This design comes from an exercise in tuning for small area, a short achievable clock period and few clock cycles per item on the open sky130 flow, not from production work. Function was checked by simulation only, so behaviour that the tests miss may differ from the original. Power is estimated from default activity; no workload was simulated.

==> inputs of yarrow <==
==> flow/design.v (excerpt) <==
module least_rotation_finder (
  input  logic               clk_i,
  input  logic               rst_ni,
  input  logic               start,
  output logic               busy,
  input  lrf_pkg::in_item_t  in_item_i,
  output lrf_pkg::out_item_t out_item_o,
  output logic               out_strobe_o
);
==> flow/config.mk <==
export PLATFORM = sky130hd
export DESIGN_NAME = least_rotation_finder
export DESIGN_NICKNAME = least_rotation_finder
export VERILOG_FILES = /design/flow/design.v
export SDC_FILE = /design/flow/constraint.sdc
export NUM_CORES = 4
export LEC_CHECK = 0
export CAP_MARGIN = 20
export CORE_MARGIN = 2
export CORE_UTILIZATION = 40
export SETUP_SLACK_MARGIN = 4.0
export SLEW_MARGIN = 20
export TNS_END_PERCENT = 100
==> flow/constraint.sdc <==
create_clock -name core_clock -period 8.0 [get_ports {clk_i}]
set_input_delay 1.6000 -clock core_clock [delete_from_list [all_inputs] [get_ports {clk_i}]]
set_output_delay 1.6000 -clock core_clock [all_outputs]
set_load 0.01 [all_outputs]
run.sh (not shown) runs the stock make flow with config.mk's settings and CLKGATE_MAP_FILE= SYNTH_SCRIPT=/design/flow/synth_recipe.tcl, a recipe that flattens the netlist after the stock synthesis.
==> ember: changes against yarrow <==
--- a/flow/config.mk
+++ b/flow/config.mk
@@ -8,6 +8,6 @@
 export CAP_MARGIN = 20
 export CORE_MARGIN = 2
 export CORE_UTILIZATION = 40
-export SETUP_SLACK_MARGIN = 4.0
+export SETUP_SLACK_MARGIN = 4.7
 export SLEW_MARGIN = 20
 export TNS_END_PERCENT = 100
==> comparison table <==
Reg power frac: yarrow 25.0%; ember 23.5%
Detailed Routing Iterations Pass 1: yarrow 12; ember 6
Number of buffers inserted during clock tree synthesis: yarrow 307; ember 309
Fraction of area in registers: yarrow 45.52%; ember 43.69%
Post-route design area: yarrow 172200 µm²; ember 179600 µm²
Wire length on met1: yarrow 203300 µm; ember 210000 µm
Final-layout non-clock buffer area share: yarrow 3.886%; ember 6.011%
Final setup margin: yarrow 3814 ps; ember 3945 ps
Ratio of routed vias to standard cells: yarrow 6.923; ember 6.964
Depth of the worst register-to-register path: yarrow 23; ember 17
Power after layout: yarrow 74.12 mW; ember 79.04 mW
Share of total power in combinational logic: yarrow 55.0%; ember 58.1%
Power Density: yarrow 430.4 nW/µm²; ember 440.1 nW/µm²
First-pass GRT wire length: yarrow 773600 µm; ember 801400 µm
Routability congestion estimate: yarrow 0.9587; ember 0.9538
Total of fill cells in the finished design: yarrow 31180; ember 30660
Clock buffer count in the final layout: yarrow 425; ember 424
Worst hold slack: yarrow 363.5 ps; ember 344.0 ps
Result of the run: yarrow timing/DRC/antenna clean; ember timing/DRC/antenna clean
GRT Overall Usage: yarrow 29.07%; ember 30.24%
Portion of the clock cycle consumed by the worst path in the final layout: yarrow 52.32%; ember 50.68%
Sw Ratio: yarrow 40.15%; ember 40.46%
Sequential standard cell area: yarrow 78390 µm²; ember 78470 µm²
Routed length on met2: yarrow 253700 µm; ember 267700 µm
Net switching power of the design: yarrow 29.76 mW; ember 31.98 mW
Testbench counts of yarrow, summed over its fixed seeds: cycles 8,993, elements 6,599.
Testbench counts of ember, summed over its fixed seeds: cycles 8,993, elements 6,599.

---

==> 07-26 <==
Another version of the RTL of least_rotation_finder (not shown whole).
Design least_rotation_finder, start of the top module:
module least_rotation_finder (
  input  logic               clk_i,
  input  logic               rst_ni,
  input  logic               start,
  output logic               busy,
  input  lrf_pkg::in_item_t  in_item_i,
  output lrf_pkg::out_item_t out_item_o,
  output logic               out_strobe_o
);
clock: 8.0 ns
lec_check: 0
cap_margin: 20
core_margin: 2
core_utilization: 40
cts_cluster_diameter: 70
cts_cluster_size: 24
setup_slack_margin: 4.7
slew_margin: 20
tns_end_percent: 100
==> 05-05: changes against 07-26 <==
--- a/flow/config.mk
+++ b/flow/config.mk
@@ -5,11 +5,9 @@
 export SDC_FILE = /design/flow/constraint.sdc
 export NUM_CORES = 4
 export LEC_CHECK = 0
 export CAP_MARGIN = 20
 export CORE_MARGIN = 2
 export CORE_UTILIZATION = 40
-export CTS_CLUSTER_DIAMETER = 70
-export CTS_CLUSTER_SIZE = 24
 export SETUP_SLACK_MARGIN = 4.7
 export SLEW_MARGIN = 20
 export TNS_END_PERCENT = 100
==> 01-19: changes against 07-26 <==
--- a/flow/design.v
+++ b/flow/design.v
@@ -21,14 +21,12 @@
   input  logic [lrf_pkg::SW-1:0]      wa_i,
   input  logic [lrf_pkg::SW-1:0]      wpos_i,    
   input  logic [lrf_pkg::DATA_W-1:0]  wd_i,
   input  logic                        open_i,    
   input  logic [lrf_pkg::SW-1:0]      base_i,    
   input  logic [lrf_pkg::CW-1:0]      n_i,       
-  input  logic [lrf_pkg::CW-1:0]      nm1_i,     
-  input  logic [lrf_pkg::CW-1:0]      nm2_i,     
   input  logic [lrf_pkg::CW-1:0]      nl_i,      
   input  logic                        next_i,
   input  logic [lrf_pkg::SW-1:0]      nbase_i,
   input  logic                        grab_i,    
   output logic [lrf_pkg::SW-1:0]      ra_o,
   output logic [lrf_pkg::SW-1:0]      rb_o,
@@ -119,23 +117,26 @@
   assign closed = !open_i;
   assign done   = closed && ((i_q >= n_i) || (j_q >= n_i) || (k_q >= n_i));
   assign ia1    = ia_q + CW'(1);
   assign jb1    = jb_q + CW'(1);
   assign rd_ok  = (closed && pw_q) || ((ia_q < nl_i) && (jb_q < nl_i));
   assign sp_ok  = (closed && pw_q) || ((ia1 < nl_i) && (jb1 < nl_i));
-  assign inc_a  = (closed && (ia_q == (dv_q ? nm2_i : nm1_i))) ? base_i : pa_q + SW'(1);
-  assign inc_b  = (closed && (jb_q == (dv_q ? nm2_i : nm1_i))) ? base_i : pb_q + SW'(1);
+  logic [CW-1:0] ra_pos, rb_pos;
+  assign ra_pos = dv_q ? ia1 : ia_q;
+  assign rb_pos = dv_q ? jb1 : jb_q;
+  assign inc_a  = (closed && (ra_pos + CW'(1) == n_i)) ? base_i : pa_q + SW'(1);
+  assign inc_b  = (closed && (rb_pos + CW'(1) == n_i)) ? base_i : pb_q + SW'(1);
   assign ia_w = (closed && (ia_q >= n_i)) ? ia_q - n_i : ia_q;
   assign jb_w = (closed && (jb_q >= n_i)) ? jb_q - n_i : jb_q;
   logic [SW-1:0] gis, gjs, gis1, gjs1, pi1s, pj1s;
   assign gis  = base_i + gi_q[SW-1:0];
   assign gjs  = base_i + gj_q[SW-1:0];
-  assign gis1 = (closed && (gi_q == nm1_i)) ? base_i : gis + SW'(1);
-  assign gjs1 = (closed && (gj_q == nm1_i)) ? base_i : gjs + SW'(1);
-  assign pi1s = (closed && (i_q == nm1_i)) ? base_i : pi_q + SW'(1);
-  assign pj1s = (closed && (j_q == nm1_i)) ? base_i : pj_q + SW'(1);
+  assign gis1 = (closed && (gi_q + CW'(1) == n_i)) ? base_i : gis + SW'(1);
+  assign gjs1 = (closed && (gj_q + CW'(1) == n_i)) ? base_i : gjs + SW'(1);
+  assign pi1s = (closed && (i_q + CW'(1) == n_i)) ? base_i : pi_q + SW'(1);
+  assign pj1s = (closed && (j_q + CW'(1) == n_i)) ? base_i : pj_q + SW'(1);
   logic          rs;
   logic [SW-1:0] rs_pos, rs_slot;
   assign rs      = next_i || (newmin && open_i);
   assign rs_pos  = newmin ? wpos_i : fm_q;
   assign rs_slot = newmin ? wa_i : nbase_i + fm_q;
   always_comb begin
@@ -402,13 +403,13 @@
   logic [SW-1:0] s_base, s_nbase, s_best;
   logic [CW-1:0] s_n;
   logic          sh1;
   assign sh1     = !sh_q;
   logic          s_open_q;
   logic [SW-1:0] s_base_q, s_nbase_q;
-  logic [CW-1:0] s_n_q, s_nm1_q, s_nm2_q;
+  logic [CW-1:0] s_n_q;
   logic [1:0]    nq_n;
   logic          sh_n, wtl;
   logic [SW-1:0] tbase_n, sqb_n0, sqb_n1;
   logic [CW-1:0] sqn_n0, sqn_n1;
   assign nq_n    = nq_q + 2'(wr_fin_q) - 2'(take);
   assign sh_n    = take ? sh1 : sh_q;
@@ -421,14 +422,12 @@
   always_ff @(posedge clk_i or negedge rst_ni) begin
     if (!rst_ni) s_open_q <= 1'b1;
     else         s_open_q <= (nq_n == 2'd0);
   end
   always_ff @(posedge clk_i) begin
     s_n_q     <= sh_n ? sqn_n1 : sqn_n0;
-    s_nm1_q   <= (sh_n ? sqn_n1 : sqn_n0) - CW'(1);
-    s_nm2_q   <= (sh_n ? sqn_n1 : sqn_n0) - CW'(2);
     s_base_q  <= (nq_n == 2'd0) ? tbase_n : (sh_n ? sqb_n1 : sqb_n0);
     s_nbase_q <= (nq_n == 2'd2) ? (sh_n ? sqb_n0 : sqb_n1) : tbase_n;
   end
   assign s_open  = s_open_q;
   assign s_base  = s_base_q;
   assign s_n     = s_n_q;
@@ -442,14 +441,12 @@
     .wa_i    (wr_slot_q),
     .wpos_i  (wr_pos_q),
     .wd_i    (wr_data_q),
     .open_i  (s_open),
     .base_i  (s_base),
     .n_i     (s_n),
-    .nm1_i   (s_nm1_q),
-    .nm2_i   (s_nm2_q),
     .nl_i    (nl_q),
     .next_i  (take),
     .nbase_i (s_nbase),
     .grab_i  (grab),
     .ra_o    (ra),
     .rb_o    (rb),
@@ -483,13 +480,13 @@
   logic [SW-1:0] cbase, wbase;
   assign acc    = start && !busy_q;
   assign fin    = in_item_i.final_element;
   assign stored = acc && !lcnt_q[CW-1];
   assign nlen   = lcnt_q[CW-1] ? lcnt_q : lcnt_q + CW'(1);
   assign alone  = (cnt_q == 3'd0) && (nq_q == 2'd0) && !wr_fin_q;
-  assign mode_b = (cnt_q == 3'd0);
+  assign mode_b = (cnt_q == 3'd0) || ((cnt_q == 3'd1) && last);
   assign wbase  = mode_b ? sqb_q[sh_q] + s_best : sqb_q[sh_q] + sqn_q[sh_q][SW-1:0];
   assign cbase  = lbase_q + nlen[SW-1:0];
   logic [CW-1:0] k1, olim;
   logic [SW-1:0] s0, s1;
   logic          k0_ok, k1_ok, c0_ok, trk0, trk1, busy_d;
   assign k1    = lcnt_q + CW'(1);
--- a/flow/config.mk
+++ b/flow/config.mk
@@ -5,11 +5,9 @@
 export SDC_FILE = /design/flow/constraint.sdc
 export NUM_CORES = 4
 export LEC_CHECK = 0
 export CAP_MARGIN = 20
 export CORE_MARGIN = 2
 export CORE_UTILIZATION = 40
-export CTS_CLUSTER_DIAMETER = 70
-export CTS_CLUSTER_SIZE = 24
 export SETUP_SLACK_MARGIN = 4.7
 export SLEW_MARGIN = 20
 export TNS_END_PERCENT = 100
==> results.py <==
metrics = {
    "run_status": {
        "status": "complete, no violations",
    },
    "setup_path": {
        "worstSetupPathDepth": 17,
        "critPathRequiredTime_ns": 8.80,
        "cp_cell_sequence": "inv_1, ha_1, and3_1, a31oi_1, a21oi_2, a221oi_4, buf_6, mux2_4, ha_4, a21o_1, a21oi_2, o21bai_1, a21oi_1, xor2_1, xnor2_1, a311o_1, a21oi_1",
        "endpoint": "u_ctrl.pb_q[5]",
    },
    "power": {
        "power_frac_comb_pct": 55.5,
        "power.density_mw_per_mm2": 428,
        "p_clk_share_pct": 19.4,
    },
    "layout": {
        "seq_cell_count": 2751,
        "multiInputGateArea_mm2": 0.0701,
        "post-route-util_pct": 47.3,
        "final_cell_mix": "edfxtp_1 (2,327), mux4_2 (2,096), buf_4 (347)",
    },
    "global_route": {
        "grt_use_met3_pct": 6.37,
    },
    "floorplan": {
        "initial_core_util_pct": 40.1,
        "fp.dieH_um": 614,
    },
    "drt": {
        "wl_met2_mm": 261,
        "first_iter_violations": 15500,
    },
    "sta": {
        "max_slew_margin_pct": 5.93,
    },
    "logic_synthesis": {
        "ys_seq_elements": 2751,
    },
    "clocking": {
        "htreeDepth": 5,
    },
}
(the above is from 05-05)
==> results.py <==
metrics = {
    "floorplan": {
        "fp.dieH_um": 614,
    },
    "sta": {
        "max_slew_margin_pct": 9.50,
    },
    "layout": {
        "multiInputGateArea_mm2": 0.0699,
        "post-route-util_pct": 46.5,
    },
    "run_status": {
        "status": "complete, no violations",
    },
    "setup_path": {
        "endpoint": "u_ctrl.pb_q[5]",
        "worstSetupPathDepth": 20,
    },
    "clocking": {
        "htreeDepth": 4,
    },
    "drt": {
        "first_iter_violations": 15200,
    },
    "power": {
        "p_clk_share_pct": 14.9,
    },
    "global_route": {
        "grt_use_met3_pct": 5.90,
    },
}
(the above is from 07-26)
==> results.py <==
metrics = {
    "run_status": {
        "status": "complete, no violations",
    },
    "layout": {
        "final_cell_mix": "edfxtp_1 (2,327), mux4_2 (2,096), buf_4 (449)",
        "multiInputGateArea_mm2": 0.0719,
        "seq_cell_count": 2738,
    },
    "global_route": {
        "grt_use_met3_pct": 7.25,
    },
    "drt": {
        "wl_met2_mm": 272,
        "first_iter_violations": 15300,
    },
    "sta": {
        "max_slew_margin_pct": 19.7,
    },
    "floorplan": {
        "initial_core_util_pct": 40.2,
        "fp.dieH_um": 615,
    },
    "power": {
        "power_frac_comb_pct": 57.2,
        "p_clk_share_pct": 18.6,
        "power.density_mw_per_mm2": 438,
    },
    "logic_synthesis": {
        "ys_seq_elements": 2738,
    },
    "setup_path": {
        "critPathRequiredTime_ns": 8.65,
        "endpoint": "u_ctrl.pa_q[3]",
        "r2r_start": "u_ctrl.ia_q[1]",
    },
}
(the above is from 01-19)
Testbench counts of 07-26, summed over its fixed seeds: cycles 8,993, elements 6,599.
Testbench counts of 05-05, summed over its fixed seeds: cycles 8,993, elements 6,599.
Testbench counts of 01-19, summed over its fixed seeds: cycles 8,993, elements 6,599.

[re-timing with driven ports]
Ports are ideal in the flow. The routed layouts listed here were re-timed in OpenROAD. Step 1 (the two cells are an assumption about what drives the block):
set clk [get_ports {clk_i}]
set_driving_cell -lib_cell sky130_fd_sc_hd__clkbuf_16 $clk
set_driving_cell -lib_cell sky130_fd_sc_hd__buf_2 [delete_from_list [all_inputs] $clk]
Step 2 times the ports against the registers' clock, not the clock port: input delays grow and output delays shrink by t, the midpoint of the rising clock arrivals with the driver on. Three values: ideal, step 1, step 2; two values: the first two.
run	t, ns	slack for setup (ns)	cell pins on the clock port's net
yarrow	1.045	3.814 / 3.814 / 3.814	1
ember	1.040	3.945 / 3.945 / 3.945	1
07-26	1.046	4.043 / 4.043 / 4.043	1
05-05	1.052	4.081 / 4.081 / 4.081	1
01-19	1.028	4.106 / 4.106 / 4.106	1
After both steps every run listed still meets setup and hold.
